Background: an optimization exercise with open tools, aiming at small area, a short achievable clock period and few clock cycles per item. Do not read the settings as production practice.
In this exercise RTL edits were held to simulation tests only and were not proved equivalent to the original.
Power figures rest on the tool's default switching activity, not on a simulated workload.

[flow/run.sh]
#!/bin/bash
# synth_recipe.tcl (not shown) runs the flow's synth.tcl, then flattens the netlist and writes it again
# the make line also repeats each setting of config.mk as NAME=value (left out here)
make -C /OpenROAD-flow-scripts/flow DESIGN_CONFIG=/design/flow/config.mk WORK_HOME=/design/flow/orfs CLKGATE_MAP_FILE= SYNTH_SCRIPT=/design/flow/synth_recipe.tcl finish
[flow/config.mk]
export PLATFORM = sky130hd
export DESIGN_NAME = jerk_limited_velocity_ramp
export DESIGN_NICKNAME = jerk_limited_velocity_ramp
export VERILOG_FILES = /design/flow/design.v
export SDC_FILE = /design/flow/constraint.sdc
export NUM_CORES = 4
export LEC_CHECK = 0
export CAP_MARGIN = 20
export CORE_MARGIN = 2
export CORE_UTILIZATION = 40
export SETUP_SLACK_MARGIN = 1.0
export SLEW_MARGIN = 20
[flow/constraint.sdc]
create_clock -name core_clock -period 12.5 [get_ports {clk}]
set_input_delay 2.5000 -clock core_clock [delete_from_list [all_inputs] [get_ports {clk}]]
set_output_delay 2.5000 -clock core_clock [all_outputs]
set_load 0.01 [all_outputs]
[flow/design.v]
package jlvr_pkg;
	localparam int DATA_W    = 32;
	localparam int LIM_W     = 31;
	localparam int CFG_IDX_W = 3;
	typedef logic [CFG_IDX_W-1:0] cfg_idx_t;
	localparam cfg_idx_t REG_MAX_ACCEL         = cfg_idx_t'(0);
	localparam cfg_idx_t REG_MAX_VELOCITY      = cfg_idx_t'(1);
	localparam cfg_idx_t REG_JERK_INCR         = cfg_idx_t'(2);
	localparam cfg_idx_t REG_HALF_INVERSE_JERK = cfg_idx_t'(3);
	localparam cfg_idx_t REG_TICK_PERIOD       = cfg_idx_t'(4);
	typedef struct packed {
		logic [LIM_W-1:0]  max_accel;
		logic [LIM_W-1:0]  max_velocity;
		logic [LIM_W-1:0]  jerk_incr;
		logic [DATA_W-1:0] half_inverse_jerk;
		logic [DATA_W-1:0] tick_period;
	} cfg_t;
	localparam int QW  = 94;    
	localparam int LW  = 63;    
	localparam int ZW  = 64;    
	localparam int YW  = 95;    
	localparam int ACC_W = 95;  
	localparam int CH_W  = 16;  
	localparam int C_UP = 0;
	localparam int C_DN = 1;
	localparam int C_ZR = 2;
	localparam int C_PM = 3;
	localparam int C_NM = 4;
endpackage
module jlvr_cfg (
	input  logic                             clk,
	input  logic                             arst_n,
	input  logic                             cfg_we,
	input  logic [jlvr_pkg::CFG_IDX_W-1:0]   cfg_addr,
	input  logic [jlvr_pkg::DATA_W-1:0]      cfg_wdata,
	output jlvr_pkg::cfg_t                   cfg
);
	jlvr_pkg::cfg_t cfg_q;
	always_ff @(posedge clk or negedge arst_n) begin
		if (!arst_n) begin
			cfg_q <= '0;
		end else if (cfg_we) begin
			unique case (cfg_addr)
				jlvr_pkg::REG_MAX_ACCEL:         cfg_q.max_accel         <= cfg_wdata[jlvr_pkg::LIM_W-1:0];
				jlvr_pkg::REG_MAX_VELOCITY:      cfg_q.max_velocity      <= cfg_wdata[jlvr_pkg::LIM_W-1:0];
				jlvr_pkg::REG_JERK_INCR:         cfg_q.jerk_incr         <= cfg_wdata[jlvr_pkg::LIM_W-1:0];
				jlvr_pkg::REG_HALF_INVERSE_JERK: cfg_q.half_inverse_jerk <= cfg_wdata;
				jlvr_pkg::REG_TICK_PERIOD:       cfg_q.tick_period       <= cfg_wdata;
				default: begin
				end
			endcase
		end
	end
	assign cfg = cfg_q;
endmodule
module jlvr_mul (
	input  logic                              clk,
	input  logic [jlvr_pkg::LIM_W-1:0]        a,
	input  logic [jlvr_pkg::CH_W-1:0]         b,
	output logic [jlvr_pkg::LIM_W+jlvr_pkg::CH_W-1:0] prod
);
	logic [jlvr_pkg::LIM_W+jlvr_pkg::CH_W-1:0] prod_q;
	always_ff @(posedge clk) begin
		prod_q <= (jlvr_pkg::LIM_W+jlvr_pkg::CH_W)'(a) * (jlvr_pkg::LIM_W+jlvr_pkg::CH_W)'(b);
	end
	assign prod = prod_q;
endmodule
module jlvr_seq (
	input  logic       clk,
	input  logic       arst_n,
	input  logic       restart,
	output logic       busy,
	output logic       sel_valid,
	output logic [1:0] a_sel,    
	output logic [2:0] b_sel,    
	output logic [1:0] chunk,
	output logic       signed_op,
	output logic       acc_valid,
	output logic       first,
	output logic       last,     
	output logic [7:0] dest      
);
	logic [3:0] op_q;
	logic [1:0] ch_q;
	logic       run_q;
	logic       v1_q;
	logic       v2_q;
	logic [3:0] op1_q;
	logic [1:0] ch1_q;
	logic [3:0] op2_q;
	logic [1:0] ch2_q;
	always_comb begin
		a_sel     = 2'd0;
		b_sel     = 3'd0;
		signed_op = 1'b0;
		case (op_q)
			4'd0:  begin a_sel = 2'd0; b_sel = 3'd0; end
			4'd1:  begin a_sel = 2'd1; b_sel = 3'd0; end
			4'd2:  begin a_sel = 2'd2; b_sel = 3'd0; end
			4'd3:  begin a_sel = 2'd0; b_sel = 3'd1; end
			4'd4:  begin a_sel = 2'd1; b_sel = 3'd1; end
			4'd5:  begin a_sel = 2'd2; b_sel = 3'd1; signed_op = 1'b1; end
			4'd6:  begin a_sel = 2'd0; b_sel = 3'd2; end
			4'd7:  begin a_sel = 2'd2; b_sel = 3'd2; signed_op = 1'b1; end
			4'd8:  begin a_sel = 2'd1; b_sel = 3'd2; end
			4'd9:  begin a_sel = 2'd1; b_sel = 3'd3; end
			default: begin a_sel = 2'd2; b_sel = 3'd4; end
		endcase
	end
	always_comb begin
		dest = 8'd0;
		case (op2_q)
			4'd0:  dest[0] = 1'b1;
			4'd1:  dest[1] = 1'b1;
			4'd2:  dest[2] = 1'b1;
			4'd3:  dest[3] = 1'b1;
			4'd4:  dest[4] = 1'b1;
			4'd5:  dest[5] = 1'b1;
			4'd6:  dest[6] = 1'b1;
			4'd7:  dest[7] = 1'b1;
			4'd8:  dest[0] = 1'b1;
			4'd9:  dest[1] = 1'b1;
			default: dest[2] = 1'b1;
		endcase
	end
	assign sel_valid = run_q;
	assign chunk     = ch_q;
	assign acc_valid = v2_q;
	assign first     = (ch2_q == ((op2_q >= 4'd6) ? 2'd3 : 2'd1));
	assign last      = (ch2_q == 2'd0);
	assign busy      = run_q || v1_q || v2_q;
	always_ff @(posedge clk or negedge arst_n) begin
		if (!arst_n) begin
			run_q <= 1'b1;
			op_q  <= 4'd0;
			ch_q  <= 2'd1;
			v1_q  <= 1'b0;
			v2_q  <= 1'b0;
		end else if (restart) begin
			run_q <= 1'b1;
			op_q  <= 4'd0;
			ch_q  <= 2'd1;
			v1_q  <= 1'b0;
			v2_q  <= 1'b0;
		end else begin
			v1_q <= run_q;
			v2_q <= v1_q;
			if (run_q) begin
				if (ch_q == 2'd0) begin
					op_q <= op_q + 4'd1;
					ch_q <= (op_q >= 4'd5) ? 2'd3 : 2'd1;
					if (op_q == 4'd10) begin
						run_q <= 1'b0;
					end
				end else begin
					ch_q <= ch_q - 2'd1;
				end
			end
		end
	end
	always_ff @(posedge clk) begin
		op1_q <= op_q;
		ch1_q <= ch_q;
		op2_q <= op1_q;
		ch2_q <= ch1_q;
	end
endmodule
module jerk_limited_velocity_ramp (
	input  logic                                    clk,
	input  logic                                    arst_n,
	input  logic                                    cfg_we,
	input  logic [jlvr_pkg::CFG_IDX_W-1:0]          cfg_addr,
	input  logic [jlvr_pkg::DATA_W-1:0]             cfg_wdata,
	input  logic                                    in_valid,
	output logic                                    in_ready,
	input  logic signed [jlvr_pkg::DATA_W-1:0]      target_velocity,
	output logic                                    out_valid,
	input  logic                                    out_ready,
	output logic signed [jlvr_pkg::DATA_W-1:0]      velocity_out,
	output logic signed [jlvr_pkg::DATA_W-1:0]      accel_out
);
	localparam int QW = jlvr_pkg::QW;
	localparam int LW = jlvr_pkg::LW;
	localparam int ZW = jlvr_pkg::ZW;
	localparam int YW = jlvr_pkg::YW;
	localparam int AW = jlvr_pkg::ACC_W;
	jlvr_pkg::cfg_t cfg;
	logic signed [33:0] vel_q;
	logic               vfinal_q;
	logic signed [31:0] accel_q;
	logic               out_valid_q;
	logic [QW-1:0] x_q;
	logic [YW-1:0] y_q;
	logic [ZW-1:0] z_q;
	logic [QW-1:0] k_q;
	logic [QW-1:0] m_q;
	logic [QW-1:0] n_q;
	logic [LW-1:0] jd_q;
	logic [LW-1:0] ad_q;
	logic [AW-1:0] pacc_q;
	jlvr_cfg u_cfg (
		.clk       (clk),
		.arst_n    (arst_n),
		.cfg_we    (cfg_we),
		.cfg_addr  (cfg_addr),
		.cfg_wdata (cfg_wdata),
		.cfg       (cfg)
	);
	logic [30:0] amax;
	logic [30:0] vmax;
	logic [30:0] jerk;
	assign amax = cfg.max_accel;
	assign vmax = cfg.max_velocity;
	assign jerk = cfg.jerk_incr;
	logic               ph_q;        
	logic               cond_q;      
	logic signed [31:0] tgt_q;       
	logic signed [33:0] vm34;
	logic signed [31:0] vel_eff;
	logic               snap_eff;
	logic signed [31:0] accel_eff;
	logic signed [31:0] nvmax_q;
	logic signed [34:0] vhi_d;
	logic signed [34:0] vlo_d;
	logic               v_hi;
	logic               v_lo;
	assign vm34      = $signed({3'd0, vmax});
	assign vhi_d     = 35'(vm34) - 35'(vel_q);    
	assign vlo_d     = 35'(vel_q) + 35'(vm34);    
	assign v_hi      = !vfinal_q && vhi_d[34];
	assign v_lo      = !vfinal_q && vlo_d[34];
	assign vel_eff   = v_hi ? {1'b0, vmax} : (v_lo ? nvmax_q : vel_q[31:0]);
	always_ff @(posedge clk or negedge arst_n) begin
		if (!arst_n) begin
			nvmax_q <= '0;
		end else if (cfg_we && cfg_addr == jlvr_pkg::REG_MAX_VELOCITY) begin
			nvmax_q <= -$signed({1'b0, cfg_wdata[30:0]});
		end
	end
	logic               snap_hold_q;
	assign snap_eff  = ph_q ? snap_hold_q : (cond_q && (vel_q == 34'(tgt_q)));
	assign accel_eff = snap_eff ? 32'sd0 : accel_q;
	logic       restart;
	logic       busy;
	logic       sel_valid;
	logic [1:0] a_sel;
	logic [2:0] b_sel;
	logic [1:0] chunk;
	logic       signed_op;
	logic       acc_valid;
	logic       first;
	logic       last;
	logic [7:0] dest;
	assign restart = cfg_we;
	jlvr_seq u_seq (
		.clk       (clk),
		.arst_n    (arst_n),
		.restart   (restart),
		.busy      (busy),
		.sel_valid (sel_valid),
		.a_sel     (a_sel),
		.b_sel     (b_sel),
		.chunk     (chunk),
		.signed_op (signed_op),
		.acc_valid (acc_valid),
		.first     (first),
		.last      (last),
		.dest      (dest)
	);
	logic        a_neg;
	logic [31:0] a_negated;
	logic [30:0] a_mag;
	assign a_neg     = accel_eff[31];
	assign a_negated = -accel_eff;
	assign a_mag     = a_neg ? a_negated[30:0] : accel_eff[30:0];
	logic [30:0] mul_a;
	logic [63:0] mul_bsrc;
	logic [15:0] mul_b;
	logic [30:0] op_a_q;
	logic [15:0] op_b_q;
	logic        sub1_q;
	logic        sub2_q;
	always_comb begin
		case (a_sel)
			2'd0:    mul_a = jerk;
			2'd1:    mul_a = amax;
			default: mul_a = a_mag;
		endcase
		case (b_sel)
			3'd0:    mul_bsrc = {32'd0, cfg.half_inverse_jerk};
			3'd1:    mul_bsrc = {32'd0, cfg.tick_period};
			3'd2:    mul_bsrc = {1'b0, n_q[62:0]};
			3'd3:    mul_bsrc = {1'b0, m_q[62:0]};
			default: mul_bsrc = {1'b0, x_q[62:0]};
		endcase
		case (chunk)
			2'd0:    mul_b = mul_bsrc[15:0];
			2'd1:    mul_b = mul_bsrc[31:16];
			2'd2:    mul_b = mul_bsrc[47:32];
			default: mul_b = mul_bsrc[63:48];
		endcase
	end
	always_ff @(posedge clk) begin
		if (sel_valid) begin
			op_a_q <= mul_a;
			op_b_q <= mul_b;
		end
		sub1_q <= signed_op && a_neg;
		sub2_q <= sub1_q;
	end
	logic [46:0] prod;
	jlvr_mul u_mul (
		.clk  (clk),
		.a    (op_a_q),
		.b    (op_b_q),
		.prod (prod)
	);
	logic [AW-1:0] pacc_base;
	logic [AW-1:0] pacc_d;
	assign pacc_base = first ? '0 : (pacc_q << jlvr_pkg::CH_W);
	assign pacc_d    = sub2_q ? pacc_base - AW'(prod) : pacc_base + AW'(prod);
	always_ff @(posedge clk) begin
		if (acc_valid) begin
			pacc_q <= pacc_d;
		end
	end
	logic [4:0]         case1_q;     
	logic               sn_q;        
	logic accept;
	assign in_ready = !busy && !ph_q && (!out_valid_q || out_ready);
	assign accept   = in_valid && in_ready;
	logic [QW-1:0] x_eff;
	logic [YW-1:0] y_eff;
	logic [ZW-1:0] z_eff;
	assign x_eff = snap_eff ? '0 : x_q;
	assign y_eff = snap_eff ? '0 : y_q;
	assign z_eff = snap_eff ? '0 : z_q;
	logic [53:0]        coast;
	logic               c_big;
	logic signed [35:0] sc36;
	logic signed [35:0] t36;
	logic signed [35:0] e36 [3];
	logic [2:0]         e_gt1;
	logic [2:0]         e_ltm1;
	logic               e_gt1_s;
	logic               e_ltm1_s;
	logic               w_pos;
	logic               w_neg;
	assign coast  = x_eff[QW-1:40];
	assign c_big  = |coast[53:33];
	assign sc36   = a_neg ? -$signed({3'd0, coast[32:0]}) : $signed({3'd0, coast[32:0]});
	assign t36    = 36'(target_velocity);
	assign e36[0] = t36 - 36'(vel_q) - sc36;
	assign e36[1] = t36 - $signed({5'd0, vmax}) - sc36;
	assign e36[2] = t36 + $signed({5'd0, vmax}) - sc36;
	genvar ge;
	generate
		for (ge = 0; ge < 3; ge++) begin : g_e
			assign e_gt1[ge]  = !e36[ge][35] && (|e36[ge][34:1]);
			assign e_ltm1[ge] = e36[ge][35] && !(&e36[ge][34:0]);
		end
	endgenerate
	assign e_gt1_s  = v_hi ? e_gt1[1] : (v_lo ? e_gt1[2] : e_gt1[0]);
	assign e_ltm1_s = v_hi ? e_ltm1[1] : (v_lo ? e_ltm1[2] : e_ltm1[0]);
	assign w_pos  = c_big ? a_neg : e_gt1_s;
	assign w_neg  = c_big ? !a_neg : e_ltm1_s;
	logic signed [33:0] a34;
	logic signed [33:0] j34;
	logic signed [33:0] am34;
	assign a34  = 34'(accel_eff);
	assign j34  = $signed({3'd0, jerk});
	assign am34 = $signed({3'd0, amax});
	logic lt_up_p;
	logic gt_dn_n;
	logic up_low;
	logic dn_high;
	logic lt_nj;
	logic gt_j;
	assign lt_up_p = a34 < am34 - j34;
	assign gt_dn_n = a34 > j34 - am34;
	assign up_low  = a34 + j34 < -am34;
	assign dn_high = a34 - j34 > am34;
	assign lt_nj   = a34 < -j34;
	assign gt_j    = a34 > j34;
	logic [4:0] s_neg;
	logic [4:0] cond;
	assign s_neg[jlvr_pkg::C_UP] = ((a34 <<< 1) + j34) < 0;
	assign s_neg[jlvr_pkg::C_DN] = ((a34 <<< 1) - j34) < 0;
	assign s_neg[jlvr_pkg::C_ZR] = a_neg;
	assign s_neg[jlvr_pkg::C_PM] = (a34 + am34) < 0;
	assign s_neg[jlvr_pkg::C_NM] = (a34 - am34) < 0;
	assign cond[jlvr_pkg::C_UP]  = (a34 >= -(j34 <<< 1)) && (a34 <= 0);
	assign cond[jlvr_pkg::C_DN]  = (a34 >= 0) && (a34 <= (j34 <<< 1));
	assign cond[jlvr_pkg::C_ZR]  = 1'b1;
	assign cond[jlvr_pkg::C_PM]  = am34 <= j34;
	assign cond[jlvr_pkg::C_NM]  = am34 <= j34;
	logic [4:0] case_wp;
	logic [4:0] case_wn;
	logic [4:0] case_w0;
	logic [4:0] case1;
	assign case_wp = lt_up_p ? (up_low ? 5'b10000 : 5'b00001) : 5'b01000;
	assign case_wn = gt_dn_n ? (dn_high ? 5'b01000 : 5'b00010) : 5'b10000;
	assign case_w0 = lt_nj ? (up_low ? 5'b10000 : 5'b00001) :
		gt_j ? (dn_high ? 5'b01000 : 5'b00010) : 5'b00100;
	assign case1   = w_pos ? case_wp : (w_neg ? case_wn : case_w0);
	logic c_up;
	logic c_dn;
	logic c_st;
	logic c_pm;
	logic c_nm;
	assign c_up = case1_q[jlvr_pkg::C_UP];
	assign c_dn = case1_q[jlvr_pkg::C_DN];
	assign c_st = c_up || c_dn;
	assign c_pm = case1_q[jlvr_pkg::C_PM];
	assign c_nm = case1_q[jlvr_pkg::C_NM];
	logic signed [67:0] z68;
	logic signed [67:0] pbase;
	logic signed [67:0] poff;
	logic signed [67:0] qsum;
	logic signed [33:0] v1;
	assign z68   = 68'($signed(z_eff));
	assign pbase = c_st ? (z68 <<< 1) : z68;
	logic [67:0] poff_m;
	logic        poff_n;
	assign poff_m = (c_up || c_dn) ? {5'd0, jd_q} : (c_pm || c_nm) ? {5'd0, ad_q} : 68'd0;
	assign poff_n = c_dn || c_nm;
	assign poff   = $signed(poff_m ^ {68{poff_n}});
	assign qsum   = $signed({vel_q[31:0], 33'd0}) + pbase + poff + $signed({67'd0, poff_n}) + (sn_q ? 68'sh1_FFFF_FFFF : 68'sd0);
	assign v1    = qsum[66:33];
	logic [31:0]   acc_step;
	logic [31:0]   accel_d;
	logic [QW-1:0] x_d;
	logic [YW-1:0] y_d;
	logic [ZW-1:0] z_d;
	logic [QW-1:0] xa;
	logic [QW-1:0] xb;
	logic [QW-1:0] xc;
	logic [YW-1:0] ya;
	logic [YW-1:0] yb;
	logic [ZW-1:0] za;
	logic [ZW-1:0] zb;
	logic [31:0] amax_n;
	assign amax_n   = ~{1'b0, amax} + 32'd1;
	assign acc_step = accel_eff + ({1'b0, jerk} ^ {32{c_dn}}) + 32'(c_dn);
	assign accel_d  = c_st ? acc_step : c_pm ? {1'b0, amax} : c_nm ? amax_n : 32'd0;
	assign xa  = c_st ? x_eff : ((c_pm || c_nm) ? m_q : '0);
	assign xb  = c_st ? ({y_eff[QW-2:0], 1'b0} ^ {QW{c_dn}}) : '0;
	assign xc  = c_st ? k_q : '0;
	assign x_d = xa + xb + xc + QW'(c_dn);
	assign ya  = c_st ? y_eff : '0;
	assign yb  = (c_st ? {1'b0, k_q} : (c_pm || c_nm) ? {1'b0, n_q} : '0) ^ {YW{c_dn || c_nm}};
	assign y_d = ya + yb + YW'(c_dn || c_nm);
	assign za  = c_st ? z_eff : '0;
	assign zb  = (c_st ? {1'b0, jd_q} : (c_pm || c_nm) ? {1'b0, ad_q} : '0) ^ {ZW{c_dn || c_nm}};
	assign z_d = za + zb + ZW'(c_dn || c_nm);
	always_ff @(posedge clk) begin
		if (acc_valid && last) begin
			if (dest[0]) n_q  <= pacc_d[QW-1:0];
			if (dest[1]) m_q  <= pacc_d[QW-1:0];
			if (dest[2]) x_q  <= pacc_d[QW-1:0];
			if (dest[3]) jd_q <= pacc_d[LW-1:0];
			if (dest[4]) ad_q <= pacc_d[LW-1:0];
			if (dest[5]) z_q  <= pacc_d[ZW-1:0];
			if (dest[6]) k_q  <= pacc_d[QW-1:0];
			if (dest[7]) y_q  <= pacc_d[YW-1:0];
		end else if (ph_q) begin
			x_q <= x_d;
			y_q <= y_d;
			z_q <= z_d;
		end
		if (accept) begin
			snap_hold_q <= snap_eff;
			case1_q <= case1;
			sn_q    <= |(case1 & s_neg);
			tgt_q   <= target_velocity;
		end
	end
	always_ff @(posedge clk or negedge arst_n) begin
		if (!arst_n) begin
			vel_q       <= '0;
			accel_q     <= '0;
			out_valid_q <= 1'b0;
			ph_q        <= 1'b0;
			vfinal_q    <= 1'b0;
			cond_q      <= 1'b0;
		end else begin
			if (cfg_we) begin
				vel_q    <= 34'(vel_eff);
				vfinal_q <= 1'b1;
				accel_q  <= accel_eff;
				cond_q   <= 1'b0;
			end else if (accept) begin
				vel_q    <= 34'(vel_eff);
				vfinal_q <= 1'b1;
			end else if (ph_q) begin
				vel_q    <= v1;
				vfinal_q <= 1'b0;
				accel_q  <= accel_d;
			end
			if (accept) begin
				cond_q <= |(case1 & cond);
			end
			if (ph_q) begin
				out_valid_q <= 1'b1;
				ph_q        <= 1'b0;
			end else begin
				if (out_ready) begin
					out_valid_q <= 1'b0;
				end
				if (accept) begin
					ph_q <= 1'b1;
				end
			end
		end
	end
	assign out_valid    = out_valid_q;
	assign velocity_out = vel_eff;
	assign accel_out    = accel_eff;
endmodule
==> results of run 1 <==
[registers in the layout (all words and copies together), names as in the netlist, 31 cells and up]
signal and cells:
y_q 93, nvmax_q 32, accel_q 32, k_q 94, z_q 64, n_q 93, vel_q 34, u_cfg.cfg_q 156
pacc_q 78, u_mul.prod_q 47, ad_q 63, tgt_q 32, x_q 94, m_q 94, op_a_q 31, jd_q 63
[path summary, 6_finish.rpt]
kind,start,to,cells after the start
max in group asynchronous,arst_n,vel_q[0],3
min,u_seq.ch1_q[0],u_seq.ch2_q[0],0
max,vel_q[4],x_q[91],30
min reg2reg,u_seq.ch1_q[0],u_seq.ch2_q[0],0
max reg2reg,vel_q[4],x_q[91],30
min in group asynchronous,arst_n,u_cfg.cfg_q[67],1
[cells by family after synthesis]
group	after synthesis	share of synthesized area, %
buffers and inverters	1830	5.82
multiplexers	256	2.44
adder cells (fa/ha/maj)	1874	23.8
AO/OA/AOI/OAI	3206	17.7
flip-flops	1156	27.6
XOR/XNOR	1051	7.79
AND/OR/NAND/NOR	3678	14.9
[report_power, final]
group,internal (mW),switching (mW)
combinational,10.8,17.5
clock,2.45,1.87
sequential,5.09,0.648
total,18.3,20.0
[cells in the final DEF, fill, tap and decap left out, drive strengths merged, types with 90 or more instances in the layout]
| cell | count |
|---|---|
| dfrtp | 265 |
| ha | 1249 |
| a21boi | 136 |
| buf | 261 |
| and3 | 222 |
| edfxtp | 821 |
| o21bai | 166 |
| inv | 1265 |
| fa | 625 |
| mux2i | 131 |
| nand3 | 158 |
| nand2b | 136 |
| a22oi | 131 |
| a21oi | 726 |
| nor2 | 586 |
| a21o | 505 |
| nand2 | 1521 |
| xor2 | 349 |
| clkdlybuf4s50 | 134 |
| nor3 | 186 |
| nor2b | 128 |
| clkbuf | 182 |
| o21ai | 736 |
| xnor2 | 702 |
| o21a | 90 |
| and2 | 291 |
| mux2 | 110 |
| nand4 | 150 |
[through the flow]
stage | std cells | util, % | power [mW] | instance area, um2
6_report | 17080 | 44.1 | 38.3 | 130000
5_1_grt | 17051 | 44.1 | 41.7 | 130000
4_1_cts | 17047 | 44.0 | 38.2 | 130000
3_5_place_dp | 16788 | 42.4 | 33.6 | 125000
3_3_place_gp | 16788 | 42.4 | 33.7 | 125000
2_1_floorplan | 13051 | - | 24.7 | 118000
[metal layers]
metal	vias to the layer above	GRT usage, %	routed length (um)	share of wire [%]
met5	-	0	136	0.030
met4	24	13.7	23500	5.2
met2	4369	44.5	193000	43
met1	49054	39.9	190000	42
met3	800	6.55	43700	9.7
li1	45651	-	-	-
[final cells by class]
cell class,count,area [um2]
clock inverters,77,820
diodes,32,80.1
clock buffers,182,3960
multi-input cells,10065,79200
inverters,1254,4710
fillers,28924,165000
repair buffers,395,3380
well taps,3919,4900
flip-flops and latches,1156,32700
==> reports/results.tsv, run 1 <==
metric	value	unit
status	timing/DRC/antenna clean	
total track usage	29.4	%
vias after detailed routing	99898	
Via density	5.85	
Core Region	294000	um2
largest net degree at the start of global routing	141	
CP required	13080	ps
first-pass GRT wire length	658000	um
top_reg_cell synth	edfxtp_1	
clock sinks	1156	
CTS H-tree lvls	4	
slew of the pin with the lowest slew margin	1260	ps
DRC Markers	0	
Worst Path Arrival	11080	ps
commonest cells in the netlist	nand2_1, inv_1, ha_1	
max cap viols	0	
area fraction of the dominant cell type after synthesis	20.8	%
fin crit period	10500	ps
Die Ht	548	um
count leader, synth	nand2_1	
fmax	0.0952	GHz
root buffer cell	clkbuf_16	
Fin. Hold Viols	0	
Setup Buffers After CTS	0	
Die Footprint	301000	um2
crit path max fanout	45	
P_leak	59.3	nW
Ports	138	
initial antenna violation count	43	
Top delay family on crit path	compound AO/OA/AOI/OAI gates	
Std-Cell Rows	199	
Final HPWL DP	347000	um
hold_buf cts	0	
Final Cycle Share	84.0	%
Critical-path top delay cell	a21oi_1	
CP Launch Type	register	
Layout Nets	14958	
initial DRC count	10369	
Post-Synthesis Mean Instance Area	9.08	um2
Hold Crit Class	reg -> reg	
number of gates resized after cts	0	
GR Overflow Total	0	
FF+latch count, synth	1156	
wirelength, routed	451000	um
syn_nets	14997	
count of different cell masters after synthesis	104	
EDFF count, synth	821	
power per cell area	295	nW/um2
Final Hold Slack	321	ps
Synth area leader	edfxtp_1	
r2r setup slk	2000	ps
Worst Path Buf+Inv	4	
Async S/R FF share, synth	23.1	%
clock buffer depth	3	
Port Buffers	137	
CTS tree	built	
Worst Path Class, Setup	reg -> reg	
Avg WL per Cell	26.4	um
worst skew pair latency	840	ps
die width	548	um
Max VDD drop	0.00191	V
RSZ-0062 raised after global routing	false	
Cell Area, Synth	118000	um2
Initial DRT Pass Iterations	10	
Slew HR	15.7	%
Initial Util	40.2	%
skew final	67.8	ps
fraction of layout instances using a drive strength above 1	5.79	%
Max Slew Vio Count	0	
area growth from synthesis to layout	9.51	%
Synth warnings	5	
Crit. End Element	register	
max incr delay on CP	640	ps
register area share after synthesis	27.6	%
Setup Viol. Count Final	0	
Syn Inst Count	13051	
clock buffer count from CTS	140	
Reg clk slew, reported paths	70	ps
Synth area leaders	edfxtp_1, ha_1, fa_1, dfrtp_1, xnor2_1	
DP Worst Slack	2130	ps
final setup margin	2000	ps
vias in the first global route	95760	
routability cong.	0.975	
Setup TNS	0	ps
remaining antenna violation count	0	
Testbench counts, summed over its fixed seeds: cycles 17,120, items 8,000.
==> inputs of run 2 (changes only) <==
--- a/flow/design.v
+++ b/flow/design.v
@@ -55,14 +55,14 @@
 endmodule
 module jlvr_mul (
-	input  logic                              clk,
-	input  logic [jlvr_pkg::LIM_W-1:0]        a,
-	input  logic [jlvr_pkg::CH_W-1:0]         b,
-	output logic [jlvr_pkg::LIM_W+jlvr_pkg::CH_W-1:0] prod
+	input  logic                       clk,
+	input  logic [jlvr_pkg::LIM_W-1:0] a,
+	input  logic [jlvr_pkg::CH_W-1:0]  b,
+	output logic [jlvr_pkg::LIM_W+7:0] prod_hi,
+	output logic [jlvr_pkg::LIM_W+7:0] prod_lo
 );
-	logic [jlvr_pkg::LIM_W+jlvr_pkg::CH_W-1:0] prod_q;
 	always_ff @(posedge clk) begin
-		prod_q <= (jlvr_pkg::LIM_W+jlvr_pkg::CH_W)'(a) * (jlvr_pkg::LIM_W+jlvr_pkg::CH_W)'(b);
+		prod_hi <= (jlvr_pkg::LIM_W+8)'(a) * (jlvr_pkg::LIM_W+8)'(b[15:8]);
+		prod_lo <= (jlvr_pkg::LIM_W+8)'(a) * (jlvr_pkg::LIM_W+8)'(b[7:0]);
 	end
-	assign prod = prod_q;
 endmodule
 module jlvr_seq (
@@ -216,4 +216,5 @@
 	logic               cond_q;      
 	logic signed [31:0] tgt_q;       
+	logic               tv_q;        
 	logic signed [33:0] vm34;
 	logic signed [31:0] vel_eff;
@@ -238,6 +239,6 @@
 		end
 	end
-	logic               snap_hold_q;
-	assign snap_eff  = ph_q ? snap_hold_q : (cond_q && (vel_q == 34'(tgt_q)));
+	logic               snap_q;
+	assign snap_eff  = snap_q;
 	assign accel_eff = snap_eff ? 32'sd0 : accel_q;
 	logic       restart;
@@ -309,15 +310,21 @@
 		sub2_q <= sub1_q;
 	end
-	logic [46:0] prod;
+	logic [38:0] prod_hi;
+	logic [38:0] prod_lo;
 	jlvr_mul u_mul (
-		.clk  (clk),
-		.a    (op_a_q),
-		.b    (op_b_q),
-		.prod (prod)
+		.clk     (clk),
+		.a       (op_a_q),
+		.b       (op_b_q),
+		.prod_hi (prod_hi),
+		.prod_lo (prod_lo)
 	);
 	logic [AW-1:0] pacc_base;
 	logic [AW-1:0] pacc_d;
+	logic [AW-1:0] pp_hi;
+	logic [AW-1:0] pp_lo;
 	assign pacc_base = first ? '0 : (pacc_q << jlvr_pkg::CH_W);
-	assign pacc_d    = sub2_q ? pacc_base - AW'(prod) : pacc_base + AW'(prod);
+	assign pp_hi     = (AW'(prod_hi) << 8) ^ {AW{sub2_q}};
+	assign pp_lo     = AW'(prod_lo) ^ {AW{sub2_q}};
+	assign pacc_d    = pacc_base + pp_hi + pp_lo + {{(AW-2){1'b0}}, sub2_q, 1'b0};
 	always_ff @(posedge clk) begin
 		if (acc_valid) begin
@@ -328,12 +335,14 @@
 	logic               sn_q;        
 	logic accept;
-	assign in_ready = !busy && !ph_q && (!out_valid_q || out_ready);
+	logic go;
+	assign in_ready = !tv_q || ph_q;
 	assign accept   = in_valid && in_ready;
+	assign go       = tv_q && !ph_q && !busy && (!out_valid_q || out_ready);
 	logic [QW-1:0] x_eff;
 	logic [YW-1:0] y_eff;
 	logic [ZW-1:0] z_eff;
-	assign x_eff = snap_eff ? '0 : x_q;
-	assign y_eff = snap_eff ? '0 : y_q;
-	assign z_eff = snap_eff ? '0 : z_q;
+	assign x_eff = snap_q ? '0 : x_q;
+	assign y_eff = snap_q ? '0 : y_q;
+	assign z_eff = snap_q ? '0 : z_q;
 	logic [53:0]        coast;
 	logic               c_big;
@@ -347,11 +356,26 @@
 	logic               w_pos;
 	logic               w_neg;
-	assign coast  = x_eff[QW-1:40];
+	logic               a_neg1;
+	logic [35:0]        cx36;
+	logic [35:0]        ecin;
+	assign a_neg1 = accel_q[31];
+	assign coast  = snap_eff ? 54'd0 : x_q[QW-1:40];
 	assign c_big  = |coast[53:33];
-	assign sc36   = a_neg ? -$signed({3'd0, coast[32:0]}) : $signed({3'd0, coast[32:0]});
-	assign t36    = 36'(target_velocity);
-	assign e36[0] = t36 - 36'(vel_q) - sc36;
-	assign e36[1] = t36 - $signed({5'd0, vmax}) - sc36;
-	assign e36[2] = t36 + $signed({5'd0, vmax}) - sc36;
+	assign cx36   = {3'd0, coast[32:0]} ^ {36{!a_neg1}};
+	assign ecin   = a_neg1 ? 36'd1 : 36'd2;
+	assign t36    = 36'(tgt_q);
+	logic [35:0] tu36;
+	logic [35:0] vu36;
+	logic [35:0] mu36;
+	assign tu36   = t36;
+	assign vu36   = 36'(vel_q);
+	assign mu36   = {5'd0, vmax};
+	logic [35:0] r36 [3];
+	assign r36[0] = (~vu36) + cx36 + ecin;
+	assign r36[1] = (~mu36) + cx36 + ecin;
+	assign r36[2] = mu36 + cx36 + ecin - 36'd1;
+	assign e36[0] = $signed(tu36 + r36[0]);
+	assign e36[1] = $signed(tu36 + r36[1]);
+	assign e36[2] = $signed(tu36 + r36[2]);
 	genvar ge;
 	generate
@@ -363,10 +387,10 @@
 	assign e_gt1_s  = v_hi ? e_gt1[1] : (v_lo ? e_gt1[2] : e_gt1[0]);
 	assign e_ltm1_s = v_hi ? e_ltm1[1] : (v_lo ? e_ltm1[2] : e_ltm1[0]);
-	assign w_pos  = c_big ? a_neg : e_gt1_s;
-	assign w_neg  = c_big ? !a_neg : e_ltm1_s;
+	assign w_pos  = c_big ? a_neg1 : e_gt1_s;
+	assign w_neg  = c_big ? !a_neg1 : e_ltm1_s;
 	logic signed [33:0] a34;
 	logic signed [33:0] j34;
 	logic signed [33:0] am34;
-	assign a34  = 34'(accel_eff);
+	assign a34  = 34'(accel_q);
 	assign j34  = $signed({3'd0, jerk});
 	assign am34 = $signed({3'd0, amax});
@@ -387,5 +411,5 @@
 	assign s_neg[jlvr_pkg::C_UP] = ((a34 <<< 1) + j34) < 0;
 	assign s_neg[jlvr_pkg::C_DN] = ((a34 <<< 1) - j34) < 0;
-	assign s_neg[jlvr_pkg::C_ZR] = a_neg;
+	assign s_neg[jlvr_pkg::C_ZR] = a_neg1;
 	assign s_neg[jlvr_pkg::C_PM] = (a34 + am34) < 0;
 	assign s_neg[jlvr_pkg::C_NM] = (a34 - am34) < 0;
@@ -403,5 +427,19 @@
 	assign case_w0 = lt_nj ? (up_low ? 5'b10000 : 5'b00001) :
 		gt_j ? (dn_high ? 5'b01000 : 5'b00010) : 5'b00100;
-	assign case1   = w_pos ? case_wp : (w_neg ? case_wn : case_w0);
+	logic       j_lt_am;
+	logic [4:0] zcase_wp;
+	logic [4:0] zcase_wn;
+	logic [4:0] zs_neg;
+	logic [4:0] zcond;
+	logic [4:0] case1r;
+	logic [4:0] case1z;
+	assign j_lt_am  = j34 < am34;
+	assign zcase_wp = j_lt_am ? 5'b00001 : 5'b01000;
+	assign zcase_wn = j_lt_am ? 5'b00010 : 5'b10000;
+	assign zs_neg   = {(amax != 31'd0), 1'b0, 1'b0, (jerk != 31'd0), 1'b0};
+	assign zcond    = {!j_lt_am, !j_lt_am, 1'b1, 1'b1, 1'b1};
+	assign case1r   = w_pos ? case_wp : (w_neg ? case_wn : case_w0);
+	assign case1z   = w_pos ? zcase_wp : (w_neg ? zcase_wn : 5'b00100);
+	assign case1    = snap_eff ? case1z : case1r;
 	logic c_up;
 	logic c_dn;
@@ -442,5 +480,5 @@
 	logic [31:0] amax_n;
 	assign amax_n   = ~{1'b0, amax} + 32'd1;
-	assign acc_step = accel_eff + ({1'b0, jerk} ^ {32{c_dn}}) + 32'(c_dn);
+	assign acc_step = accel_q + ({1'b0, jerk} ^ {32{c_dn}}) + 32'(c_dn);
 	assign accel_d  = c_st ? acc_step : c_pm ? {1'b0, amax} : c_nm ? amax_n : 32'd0;
 	assign xa  = c_st ? x_eff : ((c_pm || c_nm) ? m_q : '0);
@@ -469,8 +507,9 @@
 			z_q <= z_d;
 		end
-		if (accept) begin
-			snap_hold_q <= snap_eff;
+		if (go) begin
 			case1_q <= case1;
-			sn_q    <= |(case1 & s_neg);
+			sn_q    <= snap_eff ? |(case1z & zs_neg) : |(case1r & s_neg);
+		end
+		if (accept) begin
 			tgt_q   <= target_velocity;
 		end
@@ -482,6 +521,8 @@
 			out_valid_q <= 1'b0;
 			ph_q        <= 1'b0;
+			tv_q        <= 1'b0;
 			vfinal_q    <= 1'b0;
 			cond_q      <= 1'b0;
+			snap_q      <= 1'b0;
 		end else begin
 			if (cfg_we) begin
@@ -490,14 +531,22 @@
 				accel_q  <= accel_eff;
 				cond_q   <= 1'b0;
-			end else if (accept) begin
+				snap_q   <= 1'b0;
+			end else if (go) begin
 				vel_q    <= 34'(vel_eff);
 				vfinal_q <= 1'b1;
+				accel_q  <= accel_eff;
 			end else if (ph_q) begin
 				vel_q    <= v1;
 				vfinal_q <= 1'b0;
 				accel_q  <= accel_d;
+				snap_q   <= cond_q && (v1 == 34'(tgt_q));
+			end
+			if (go) begin
+				cond_q <= snap_eff ? |(case1z & zcond) : |(case1r & cond);
 			end
 			if (accept) begin
-				cond_q <= |(case1 & cond);
+				tv_q <= 1'b1;
+			end else if (ph_q) begin
+				tv_q <= 1'b0;
 			end
 			if (ph_q) begin
@@ -508,5 +557,5 @@
 					out_valid_q <= 1'b0;
 				end
-				if (accept) begin
+				if (go) begin
 					ph_q <= 1'b1;
 				end
--- a/flow/config.mk
+++ b/flow/config.mk
@@ -9,4 +9,4 @@
 export CORE_MARGIN = 2
 export CORE_UTILIZATION = 40
-export SETUP_SLACK_MARGIN = 1.0
+export SETUP_SLACK_MARGIN = 3.0
 export SLEW_MARGIN = 20
==> run 2 against run 1 <==
Net effect:
- register-to-register slack better by 1300 ps
- highest routed layer unchanged
- sequential power is 5.4% higher
- via count is 4.6% higher
- critical path type is now reg -> out
- combinational power is 49% lower
- setup slack better by 1000 ps
- utilization is 0.19 points lower
- area after synthesis is 3.5% higher
- hold slack worse by 48 ps
==> reports/results.tsv, run 2 <==
metric	value	unit
CP required	10000	ps
RSZ-0062 raised after global routing	false	
fraction of layout instances using a drive strength above 1	5.46	%
hold_buf cts	0	
CTS tree	built	
skew final	94.3	ps
Max VDD drop	0.000339	V
slew of the pin with the lowest slew margin	1330	ps
root buffer cell	clkbuf_16	
Avg WL per Cell	26.7	um
Port Buffers	137	
Slew HR	11.1	%
clock buffer count from CTS	148	
Std-Cell Rows	203	
initial DRC count	10687	
Syn Inst Count	13509	
worst skew pair latency	880	ps
most frequent CP cell	o21ai_0	
CTS H-tree lvls	4	
count leader, synth	ha_1	
most frequent cells in the layout	ha_1, nand2_1, inv_1, a21oi_1, edfxtp_1	
EDFF count, synth	820	
Setup TNS	0	ps
Async S/R FF share, synth	22.6	%
Cell Area, Synth	123000	um2
total track usage	29.7	%
status	timing/DRC/antenna clean	
Die Footprint	311000	um2
commonest cells in the netlist	ha_1, nand2_1, inv_1	
area growth from synthesis to layout	9.32	%
max incr delay on CP	880	ps
Initial Util	40.1	%
max cap viols	0	
wirelength, routed	472000	um
Ports	138	
Layout Nets	15477	
routability cong.	0.998	
total area of sequential cells	33400	um2
Worst Path Arrival	6980	ps
Critical-path top delay cell	clkdlybuf4s50_1	
P_leak	59.9	nW
DRC Markers	0	
vias after detailed routing	104496	
Synth area leaders	edfxtp_1, ha_1, fa_1, dfrtp_1, xnor2_1	
Final Cycle Share	75.9	%
Final HPWL DP	363000	um
Via density	5.91	
area fraction of the dominant cell type after synthesis	20.1	%
die width	558	um
Die Ht	558	um
top_reg_cell synth	edfxtp_1	
Synth area leader	edfxtp_1	
Hold Crit Class	reg -> reg	
vias in the first global route	100662	
Initial DRT Pass Iterations	7	
fill count	29986	
power per cell area	186	nW/um2
clock sinks	1188	
GR Overflow Total	0	
first-pass GRT wire length	687000	um
Fin. Hold Viols	0	
CP cell instances	inv_1 -> ha_1 -> or4_1 -> nor2_1 -> o21ai_0 -> or3b_1 -> a211oi_1 -> o41ai_1 -> a21oi_1 -> nor2_4 -> buf_4 -> mux2i_1 -> o21ai_0 -> clkdlybuf4s50_1	
flip-flop count of the largest register after layout	156	
Reg clk slew, reported paths	60	ps
clock buffer depth	4	
syn_nets	15540	
crit path max fanout	32	
fin cells	17691	
Final Hold Slack	272	ps
Placed Cells	17394	
Crit. End Element	primary output	
Max Slew Vio Count	0	
fin crit period	9480	ps
Multi-input gate area	83400	um2
CP Launch Type	register	
FF+latch count, synth	1188	
Worst Path Class, Setup	reg -> out	
count of different cell masters after synthesis	101	
fmax	0.105	GHz
register area share after synthesis	27.2	%
Core Region	306000	um2
Largest Register	u_cfg.cfg_q	
commonest non-fill, non-tap cell in the layout	ha_1	
remaining antenna violation count	0	
initial antenna violation count	38	
Post-Synthesis Mean Instance Area	9.08	um2
Synth warnings	6	
largest net degree at the start of global routing	123	
Setup Viol. Count Final	0	
run 2: changes by cell type after synthesis, moves of 47 or more:
cell | before | now
a21oi_1 | 725 | 1013
nand2_1 | 1521 | 1281
inv_1 | 1252 | 1047
and2_1 | 290 | 435
nor2b_1 | 128 | 270
ha_1 | 1249 | 1348
o21ai_0 | 716 | 807
and3_1 | 222 | 143
nor2_1 | 586 | 654
xor2_1 | 349 | 404
a22o_1 | 70 | 19
o21bai_1 | 166 | 119
run 2: kinds of logic (layout without fill, tap and decap cells):
kind of cell,after synthesis,count (layout),share of synthesized area [%]
compound gates,3623,3623,18.9
flops,1188,1188,27.2
buf+inv,1651,1706,5.07
simple gates,3791,3791,15.3
xor+xnor,1078,1078,7.75
other cells,0,27,0
mux,219,219,2.06
fa+ha+maj,1959,1959,23.7
run 2: worst paths after layout:
kind / from / end / slack [ps] / depth (start not counted)
worst min-delay path: u_seq.ch1_q[0] / u_seq.ch2_q[0] / 270 / 0
min in group asynchronous: arst_n / u_cfg.cfg_q[81] / 1670 / 1
worst min register to register: u_seq.ch1_q[0] / u_seq.ch2_q[0] / 270 / 0
max in group asynchronous: arst_n / nvmax_q[0] / 8480 / 3
worst max register to register: case1_q[1] / x_q[90] / 3250 / 25
worst max-delay path: vel_q[16] / velocity_out[1] / 3020 / 14
run 2: metrics by stage:
step / setup WS [ps] / power (mW) / util (%) / instance area, um2
after floorplan: 4860 / 14.7 / - / 123000
after global placement: 3290 / 20.2 / 42.2 / 129000
after detailed placement: 3170 / 20.2 / 42.2 / 129000
after CTS: 3170 / 24.8 / 43.9 / 134000
after global routing: 3060 / 26.4 / 43.9 / 134000
final: 3020 / 24.9 / 43.9 / 134000
run 2: cell type report:
type | count | area share, %
clock buffers | 179 | 2.96
well taps | 4100 | 3.83
repair buffers | 387 | 2.47
diodes | 27 | 0.0504
multi-input cells | 10670 | 62.2
flip-flops and latches | 1188 | 24.9
clock inverters | 89 | 0.707
inverters | 1051 | 2.94
run 2: power by group:
part           internal (mW)  switching (mW)  total, mW
Combinational           5.22            9.15       14.4
Clock                   2.59            1.92       4.51
Sequential              5.39           0.644       6.04
run 2: layer usage:
metal	track usage (%)	vias up	part of all wire, %
li1	-	47823	-
met1	39.7	51461	42
met2	46.6	4375	44
met3	5.61	829	8.9
met4	12.7	8	5.0
met5	0	-	0.021
run 2: critical path: cells and delay by family (launching register included):
kind                       cells  cell delay, ps
AOI/OAI and AO/OA              5            2290
adders and majority gates      1             330
muxes                          1             190
and+or+nand+nor                4            1370
buffers and inverters          3            1320
DFF                            1             540
run 2: what timing repair did:
item | CTS | global route
endpoints found under the setup margin | 0 | 3
buffers inserted | 0 | 0
resized for setup | 0 | 2
Testbench counts of run 2, summed over its fixed seeds: cycles 17,120, items 8,000.
==> inputs of run 3 (changes only) <==
--- a/flow/design.v
+++ b/flow/design.v
@@ -71,5 +71,4 @@
 	input  logic       restart,
 	output logic       busy,
-	output logic       sel_valid,
 	output logic [1:0] a_sel,    
 	output logic [2:0] b_sel,    
@@ -84,8 +83,5 @@
 	logic [1:0] ch_q;
 	logic       run_q;
-	logic       v1_q;
 	logic       v2_q;
-	logic [3:0] op1_q;
-	logic [1:0] ch1_q;
 	logic [3:0] op2_q;
 	logic [1:0] ch2_q;
@@ -124,10 +120,9 @@
 		endcase
 	end
-	assign sel_valid = run_q;
 	assign chunk     = ch_q;
 	assign acc_valid = v2_q;
 	assign first     = (ch2_q == ((op2_q >= 4'd6) ? 2'd3 : 2'd1));
 	assign last      = (ch2_q == 2'd0);
-	assign busy      = run_q || v1_q || v2_q;
+	assign busy      = run_q || v2_q;
 	always_ff @(posedge clk or negedge arst_n) begin
 		if (!arst_n) begin
@@ -135,5 +130,4 @@
 			op_q  <= 4'd0;
 			ch_q  <= 2'd1;
-			v1_q  <= 1'b0;
 			v2_q  <= 1'b0;
 		end else if (restart) begin
@@ -141,9 +135,7 @@
 			op_q  <= 4'd0;
 			ch_q  <= 2'd1;
-			v1_q  <= 1'b0;
 			v2_q  <= 1'b0;
 		end else begin
-			v1_q <= run_q;
-			v2_q <= v1_q;
+			v2_q <= run_q;
 			if (run_q) begin
 				if (ch_q == 2'd0) begin
@@ -160,8 +152,6 @@
 	end
 	always_ff @(posedge clk) begin
-		op1_q <= op_q;
-		ch1_q <= ch_q;
-		op2_q <= op1_q;
-		ch2_q <= ch1_q;
+		op2_q <= op_q;
+		ch2_q <= ch_q;
 	end
 endmodule
@@ -186,6 +176,5 @@
 	localparam int AW = jlvr_pkg::ACC_W;
 	jlvr_pkg::cfg_t cfg;
-	logic signed [33:0] vel_q;
-	logic               vfinal_q;
+	logic signed [31:0] vel_q;
 	logic signed [31:0] accel_q;
 	logic               out_valid_q;
@@ -222,14 +211,6 @@
 	logic signed [31:0] accel_eff;
 	logic signed [31:0] nvmax_q;
-	logic signed [34:0] vhi_d;
-	logic signed [34:0] vlo_d;
-	logic               v_hi;
-	logic               v_lo;
 	assign vm34      = $signed({3'd0, vmax});
-	assign vhi_d     = 35'(vm34) - 35'(vel_q);    
-	assign vlo_d     = 35'(vel_q) + 35'(vm34);    
-	assign v_hi      = !vfinal_q && vhi_d[34];
-	assign v_lo      = !vfinal_q && vlo_d[34];
-	assign vel_eff   = v_hi ? {1'b0, vmax} : (v_lo ? nvmax_q : vel_q[31:0]);
+	assign vel_eff   = vel_q;
 	always_ff @(posedge clk or negedge arst_n) begin
 		if (!arst_n) begin
@@ -244,5 +225,4 @@
 	logic       restart;
 	logic       busy;
-	logic       sel_valid;
 	logic [1:0] a_sel;
 	logic [2:0] b_sel;
@@ -259,5 +239,4 @@
 		.restart   (restart),
 		.busy      (busy),
-		.sel_valid (sel_valid),
 		.a_sel     (a_sel),
 		.b_sel     (b_sel),
@@ -272,13 +251,14 @@
 	logic [31:0] a_negated;
 	logic [30:0] a_mag;
+	logic [30:0] a_mag_q;
 	assign a_neg     = accel_eff[31];
 	assign a_negated = -accel_eff;
-	assign a_mag     = a_neg ? a_negated[30:0] : accel_eff[30:0];
+	always_ff @(posedge clk) begin
+		a_mag_q <= a_neg ? a_negated[30:0] : accel_eff[30:0];
+	end
+	assign a_mag     = a_mag_q;
 	logic [30:0] mul_a;
 	logic [63:0] mul_bsrc;
 	logic [15:0] mul_b;
-	logic [30:0] op_a_q;
-	logic [15:0] op_b_q;
-	logic        sub1_q;
 	logic        sub2_q;
 	always_comb begin
@@ -303,10 +283,5 @@
 	end
 	always_ff @(posedge clk) begin
-		if (sel_valid) begin
-			op_a_q <= mul_a;
-			op_b_q <= mul_b;
-		end
-		sub1_q <= signed_op && a_neg;
-		sub2_q <= sub1_q;
+		sub2_q <= signed_op && a_neg;
 	end
 	logic [38:0] prod_hi;
@@ -314,6 +289,6 @@
 	jlvr_mul u_mul (
 		.clk     (clk),
-		.a       (op_a_q),
-		.b       (op_b_q),
+		.a       (mul_a),
+		.b       (mul_b),
 		.prod_hi (prod_hi),
 		.prod_lo (prod_lo)
@@ -349,9 +324,7 @@
 	logic signed [35:0] sc36;
 	logic signed [35:0] t36;
-	logic signed [35:0] e36 [3];
-	logic [2:0]         e_gt1;
-	logic [2:0]         e_ltm1;
-	logic               e_gt1_s;
-	logic               e_ltm1_s;
+	logic signed [35:0] e36;
+	logic               e_gt1;
+	logic               e_ltm1;
 	logic               w_pos;
 	logic               w_neg;
@@ -371,22 +344,11 @@
 	assign vu36   = 36'(vel_q);
 	assign mu36   = {5'd0, vmax};
-	logic [35:0] r36 [3];
-	assign r36[0] = (~vu36) + cx36 + ecin;
-	assign r36[1] = (~mu36) + cx36 + ecin;
-	assign r36[2] = mu36 + cx36 + ecin - 36'd1;
-	assign e36[0] = $signed(tu36 + r36[0]);
-	assign e36[1] = $signed(tu36 + r36[1]);
-	assign e36[2] = $signed(tu36 + r36[2]);
-	genvar ge;
-	generate
-		for (ge = 0; ge < 3; ge++) begin : g_e
-			assign e_gt1[ge]  = !e36[ge][35] && (|e36[ge][34:1]);
-			assign e_ltm1[ge] = e36[ge][35] && !(&e36[ge][34:0]);
-		end
-	endgenerate
-	assign e_gt1_s  = v_hi ? e_gt1[1] : (v_lo ? e_gt1[2] : e_gt1[0]);
-	assign e_ltm1_s = v_hi ? e_ltm1[1] : (v_lo ? e_ltm1[2] : e_ltm1[0]);
-	assign w_pos  = c_big ? a_neg1 : e_gt1_s;
-	assign w_neg  = c_big ? !a_neg1 : e_ltm1_s;
+	logic [35:0] r36;
+	assign r36    = (~vu36) + cx36 + ecin;
+	assign e36    = $signed(tu36 + r36);
+	assign e_gt1  = !e36[35] && (|e36[34:1]);
+	assign e_ltm1 = e36[35] && !(&e36[34:0]);
+	assign w_pos  = c_big ? a_neg1 : e_gt1;
+	assign w_neg  = c_big ? !a_neg1 : e_ltm1;
 	logic signed [33:0] a34;
 	logic signed [33:0] j34;
@@ -442,4 +404,10 @@
 	assign case1z   = w_pos ? zcase_wp : (w_neg ? zcase_wn : 5'b00100);
 	assign case1    = snap_eff ? case1z : case1r;
+	logic sel_z2_q;    
+	logic sel_z1_q;    
+	logic sel_k_q;     
+	logic sel_m_q;     
+	logic dn_q;        
+	logic neg_q;       
 	logic c_up;
 	logic c_dn;
@@ -457,13 +425,23 @@
 	logic signed [67:0] qsum;
 	logic signed [33:0] v1;
-	assign z68   = 68'($signed(z_eff));
-	assign pbase = c_st ? (z68 <<< 1) : z68;
+	assign z68   = 68'($signed(z_q));
+	assign pbase = ((z68 <<< 1) & {68{sel_z2_q}}) | (z68 & {68{sel_z1_q}});
 	logic [67:0] poff_m;
 	logic        poff_n;
-	assign poff_m = (c_up || c_dn) ? {5'd0, jd_q} : (c_pm || c_nm) ? {5'd0, ad_q} : 68'd0;
-	assign poff_n = c_dn || c_nm;
+	assign poff_m = ({5'd0, jd_q} & {68{sel_k_q}}) | ({5'd0, ad_q} & {68{sel_m_q}});
+	assign poff_n = neg_q;
 	assign poff   = $signed(poff_m ^ {68{poff_n}});
 	assign qsum   = $signed({vel_q[31:0], 33'd0}) + pbase + poff + $signed({67'd0, poff_n}) + (sn_q ? 68'sh1_FFFF_FFFF : 68'sd0);
 	assign v1    = qsum[66:33];
+	logic signed [31:0] vel_d;
+	logic signed [67:0] qhi;
+	logic signed [67:0] qlo;
+	logic signed [67:0] vmx_hi;
+	logic signed [67:0] vmx_lo;
+	assign vmx_hi = $signed({~{4'd0, vmax}, 33'd0});
+	assign vmx_lo = $signed({{4'd0, vmax}, 33'd0});
+	assign qhi   = $signed({vel_q[31:0], 33'd0}) + pbase + poff + $signed({67'd0, poff_n}) + (sn_q ? 68'sh1_FFFF_FFFF : 68'sd0) + vmx_hi;
+	assign qlo   = $signed({vel_q[31:0], 33'd0}) + pbase + poff + $signed({67'd0, poff_n}) + (sn_q ? 68'sh1_FFFF_FFFF : 68'sd0) + vmx_lo;
+	assign vel_d = !qhi[67] ? {1'b0, vmax} : (qlo[67] ? nvmax_q : v1[31:0]);
 	logic [31:0]   acc_step;
 	logic [31:0]   accel_d;
@@ -482,14 +460,14 @@
 	assign acc_step = accel_q + ({1'b0, jerk} ^ {32{c_dn}}) + 32'(c_dn);
 	assign accel_d  = c_st ? acc_step : c_pm ? {1'b0, amax} : c_nm ? amax_n : 32'd0;
-	assign xa  = c_st ? x_eff : ((c_pm || c_nm) ? m_q : '0);
-	assign xb  = c_st ? ({y_eff[QW-2:0], 1'b0} ^ {QW{c_dn}}) : '0;
-	assign xc  = c_st ? k_q : '0;
-	assign x_d = xa + xb + xc + QW'(c_dn);
-	assign ya  = c_st ? y_eff : '0;
-	assign yb  = (c_st ? {1'b0, k_q} : (c_pm || c_nm) ? {1'b0, n_q} : '0) ^ {YW{c_dn || c_nm}};
-	assign y_d = ya + yb + YW'(c_dn || c_nm);
-	assign za  = c_st ? z_eff : '0;
-	assign zb  = (c_st ? {1'b0, jd_q} : (c_pm || c_nm) ? {1'b0, ad_q} : '0) ^ {ZW{c_dn || c_nm}};
-	assign z_d = za + zb + ZW'(c_dn || c_nm);
+	assign xa  = (x_q & {QW{sel_z2_q}}) | (m_q & {QW{sel_m_q}});
+	assign xb  = ({y_q[QW-2:0], 1'b0} & {QW{sel_z2_q}}) ^ {QW{dn_q}};
+	assign xc  = k_q & {QW{sel_k_q}};
+	assign x_d = xa + xb + xc + QW'(dn_q);
+	assign ya  = y_q & {YW{sel_z2_q}};
+	assign yb  = (({1'b0, k_q} & {YW{sel_k_q}}) | ({1'b0, n_q} & {YW{sel_m_q}})) ^ {YW{neg_q}};
+	assign y_d = ya + yb + YW'(neg_q);
+	assign za  = z_q & {ZW{sel_z2_q}};
+	assign zb  = (({1'b0, jd_q} & {ZW{sel_k_q}}) | ({1'b0, ad_q} & {ZW{sel_m_q}})) ^ {ZW{neg_q}};
+	assign z_d = za + zb + ZW'(neg_q);
 	always_ff @(posedge clk) begin
 		if (acc_valid && last) begin
@@ -508,4 +486,10 @@
 		end
 		if (go) begin
+			sel_z2_q <= (case1[jlvr_pkg::C_UP] || case1[jlvr_pkg::C_DN]) && !snap_eff;
+			sel_z1_q <= !(case1[jlvr_pkg::C_UP] || case1[jlvr_pkg::C_DN]) && !snap_eff;
+			sel_k_q  <= case1[jlvr_pkg::C_UP] || case1[jlvr_pkg::C_DN];
+			sel_m_q  <= case1[jlvr_pkg::C_PM] || case1[jlvr_pkg::C_NM];
+			dn_q     <= case1[jlvr_pkg::C_DN];
+			neg_q    <= case1[jlvr_pkg::C_DN] || case1[jlvr_pkg::C_NM];
 			case1_q <= case1;
 			sn_q    <= snap_eff ? |(case1z & zs_neg) : |(case1r & s_neg);
@@ -522,21 +506,15 @@
 			ph_q        <= 1'b0;
 			tv_q        <= 1'b0;
-			vfinal_q    <= 1'b0;
 			cond_q      <= 1'b0;
 			snap_q      <= 1'b0;
 		end else begin
 			if (cfg_we) begin
-				vel_q    <= 34'(vel_eff);
-				vfinal_q <= 1'b1;
 				accel_q  <= accel_eff;
 				cond_q   <= 1'b0;
 				snap_q   <= 1'b0;
 			end else if (go) begin
-				vel_q    <= 34'(vel_eff);
-				vfinal_q <= 1'b1;
 				accel_q  <= accel_eff;
 			end else if (ph_q) begin
-				vel_q    <= v1;
-				vfinal_q <= 1'b0;
+				vel_q    <= vel_d;
 				accel_q  <= accel_d;
 				snap_q   <= cond_q && (v1 == 34'(tgt_q));
--- a/flow/config.mk
+++ b/flow/config.mk
@@ -8,5 +8,5 @@
 export CAP_MARGIN = 20
 export CORE_MARGIN = 2
-export CORE_UTILIZATION = 40
-export SETUP_SLACK_MARGIN = 3.0
+export CORE_UTILIZATION = 60
+export SETUP_SLACK_MARGIN = 5.0
 export SLEW_MARGIN = 20
==> run 3 against run 2 <==
Net effect:
- still clean
- final cell count fell by 16%
- combinational power increased by 31%
- power rose by 17%
- via count decreased by 3.7%
- synthesized cell count shrank 11%
- die area is 39% lower
- sequential power about the same
- register-to-register slack better by 1500 ps
- setup slack improved by 1700 ps
- critical path depth increased by 23
- clock power is 4.7% lower
- final area decreased by 5.2%
- critical path type is now reg -> reg
==> reports/results.tsv, run 3 <==
metric	value	unit
skew final	35.5	ps
Synth area leaders	edfxtp_1, ha_1, fa_1, dfrtp_1, xnor2_1	
crit path max fanout	8	
Syn Inst Count	12046	
fraction of layout instances using a drive strength above 1	10.6	%
fmax	0.129	GHz
vias after detailed routing	100670	
max cap viols	0	
clock sinks	1166	
EDFF count, synth	778	
GR Overflow Total	0	
initial antenna violation count	47	
Final HPWL DP	322000	um
flip-flop count of the largest register after layout	156	
Post-Synthesis Mean Instance Area	9.34	um2
most frequent cells in the layout	ha_1, nor2_1, a21oi_1, inv_1, edfxtp_1	
Std-Cell Rows	158	
count of different cell masters after synthesis	108	
count leader, synth	ha_1	
worst skew pair latency	830	ps
die width	437	um
Worst Path Arrival	8470	ps
largest net degree at the start of global routing	212	
Setup TNS	0	ps
first-pass GRT wire length	638000	um
Final Hold Slack	494	ps
root buffer cell	clkbuf_16	
most frequent CP cell	nand4_1	
Crit. End Element	register	
Via density	6.75	
hold_buf cts	0	
clock buffer depth	3	
Slew HR	16.0	%
r2r setup slk	4730	ps
total track usage	44.8	%
Initial DRT Pass Iterations	10	
FF+latch count, synth	1166	
launch point of the worst path	u_seq.op_q[1]	
reg-to-reg endpoint	u_mul.prod_hi[34]	
end of the critical path	u_mul.prod_hi[34]	
Worst Path Class, Setup	reg -> reg	
Synth area leader	edfxtp_1	
commonest non-fill, non-tap cell in the layout	ha_1	
Largest Register	u_cfg.cfg_q	
CP required	13210	ps
r2r worst-path depth	37	
status	timing/DRC/antenna clean	
Ports	138	
Port Buffers	137	
CTS H-tree lvls	4	
CTS tree	built	
syn_nets	13903	
P_leak	56.5	nW
Die Footprint	191000	um2
area fraction of the dominant cell type after synthesis	20.8	%
max incr delay on CP	550	ps
Fin. Hold Viols	0	
Die Ht	437	um
Synth warnings	4	
Setup Viol. Count Final	0	
Max Slew Vio Count	0	
commonest cells in the netlist	ha_1, nor2_1, a21oi_1	
Reg clk slew, reported paths	60	ps
routability cong.	1.10	
Initial Util	60.5	%
register area share after synthesis	28.9	%
Cell Area, Synth	112000	um2
RSZ-0062 raised after global routing	true	
clock buffer count from CTS	142	
Final Cycle Share	62.1	%
Layout Nets	14142	
Avg WL per Cell	29.7	um
Hold Crit Class	reg -> reg	
initial DRC count	13397	
wirelength, routed	443000	um
CP Launch Type	register	
Async S/R FF share, synth	22.7	%
fin crit period	7770	ps
area growth from synthesis to layout	13.0	%
Max VDD drop	0.000355	V
top_reg_cell synth	edfxtp_1	
slew of the pin with the lowest slew margin	1250	ps
DRC Markers	0	
power per cell area	229	nW/um2
vias in the first global route	97419	
Core Region	186000	um2
FF-to-FF Start	u_seq.op_q[1]	
remaining antenna violation count	0	
Critical-path top delay cell	fa_1	
-- run 3: cell count changes in the layout (fill, tap and decap cells not counted), moves of 86 or more --
cell      change
buf_4       +120
ha_1        -166
a21boi_0    -102
a21oi_1     -194
inv_1       -240
a22oi_1      -93
o21ai_0     -124
nand2_1     -584
a22o_1       +92
nor2b_1      -86
nor2_1      +263
-- run 3: how the worst min path moves through the flow --
stage          cells after the start       startpoint  slack [ps]              end
6_report                           2      nvmax_q[13]         490      nvmax_q[13]
5_1_grt                            1  u_cfg.cfg_q[49]         520  u_cfg.cfg_q[49]
2_1_floorplan                      0    u_seq.ch_q[1]         380   u_seq.ch2_q[1]
3_5_place_dp                       2      nvmax_q[16]         480      nvmax_q[16]
4_1_cts                            2      nvmax_q[16]         490      nvmax_q[16]
3_3_place_gp                       2      nvmax_q[16]         470      nvmax_q[16]
-- run 3: worst max-delay path, delay by kind of cell (launching register included) --
kind | cells | cell delay [ps]
and+or+nand+nor | 6 | 1470
adders and majority gates | 5 | 1890
buffers and inverters | 10 | 1190
xor gates and xnor gates | 1 | 140
DFF | 1 | 430
AOI/OAI and AO/OA | 15 | 2520
-- run 3: layout make-up --
class / instances / area, um2
multi-input cells: 9526 / 77200
fillers: 14301 / 58800
flip-flops and latches: 1166 / 32500
repair buffers: 616 / 6280
clock buffers: 195 / 4020
inverters: 833 / 3150
well taps: 2480 / 3100
clock inverters: 70 / 712
diodes: 30 / 75.1
-- run 3: cell families after synthesis --
family                     Yosys count  share of synthesized area [%]
AOI/OAI and AO/OA                 3266                           18.8
xor gates and xnor gates          1078                           8.41
adders and majority gates         1785                           23.7
buffers and inverters             1362                           4.57
DFF                               1166                           28.9
muxes                              165                           1.60
and+or+nand+nor                   3224                           14.1
-- run 3: per-layer routing --
layer | global-route usage [%] | wire length [um] | vias to the layer above
met5 | 0 | 213 | -
met4 | 30.8 | 37500 | 32
met3 | 13.9 | 57400 | 1660
met2 | 65.4 | 186000 | 6907
met1 | 56.8 | 163000 | 48670
li1 | - | - | 43401
-- run 3: where the power goes --
part	total [mW]	internal, mW	switching, mW
clock network	4.30	2.44	1.86
logic	18.8	7.34	11.5
registers	6.01	5.48	0.527
-- run 3: stage by stage --
step / setup WS, ps / cells / instance area, um2 / power, mW / util (%)
2_1_floorplan: 5000 / 12046 / 113000 / 16.8 / -
3_3_place_gp: 3040 / 14382 / 117000 / 22.0 / 63.1
3_5_place_dp: 2850 / 14382 / 117000 / 22.5 / 63.1
4_1_cts: 4860 / 14773 / 125000 / 27.6 / 67.1
5_1_grt: 4540 / 14895 / 127000 / 30.8 / 68.3
6_report: 4730 / 14916 / 127000 / 29.1 / 68.4
-- run 3: repair_timing --
| item | 4_1_cts | 5_1_grt |
|---|---|---|
| cloned | 23 | 15 |
| resized for setup | 291 | 266 |
| setup buffers | 103 | 97 |
| endpoints found under the hold margin | 0 | 0 |
| pin swaps | 122 | 188 |
| endpoints found under the setup margin | 124 | 104 |
Testbench counts of run 3, summed over its fixed seeds: cycles 17,088, items 8,000.

-- static timing again, ports no longer ideal --
No port has a modelled driver above. Below, the same layouts with a new extraction and two added sets of constraints.
Step 1, drivers: a clkbuf_16 drives clk and a buf_2 each remaining input, both assumed.
Step 2, shift: input delay + t, output delay - t, t = (earliest + latest rising clock arrival at the registers) / 2. This alone moves slack from input paths to output paths.
Three values: ideal ports, drivers, drivers and shift; two values: the first two.
run	t (ns)	slack for setup (ns)	hold slack, ns	worst setup path at the end	worst data-port slew with drivers (ns)
run 1	0.905	1.999 / 1.999 / 1.999	0.321 / 0.321 / 0.321	register to register	0.17
run 2	0.950	3.016 / 2.904 / 3.250	0.272 / 0.272 / 0.272	register to register	0.10
run 3	0.921	4.734 / 4.734 / 4.734	0.494 / 0.494 / 0.494	register to register	0.10
After both steps every run listed still meets setup and hold.
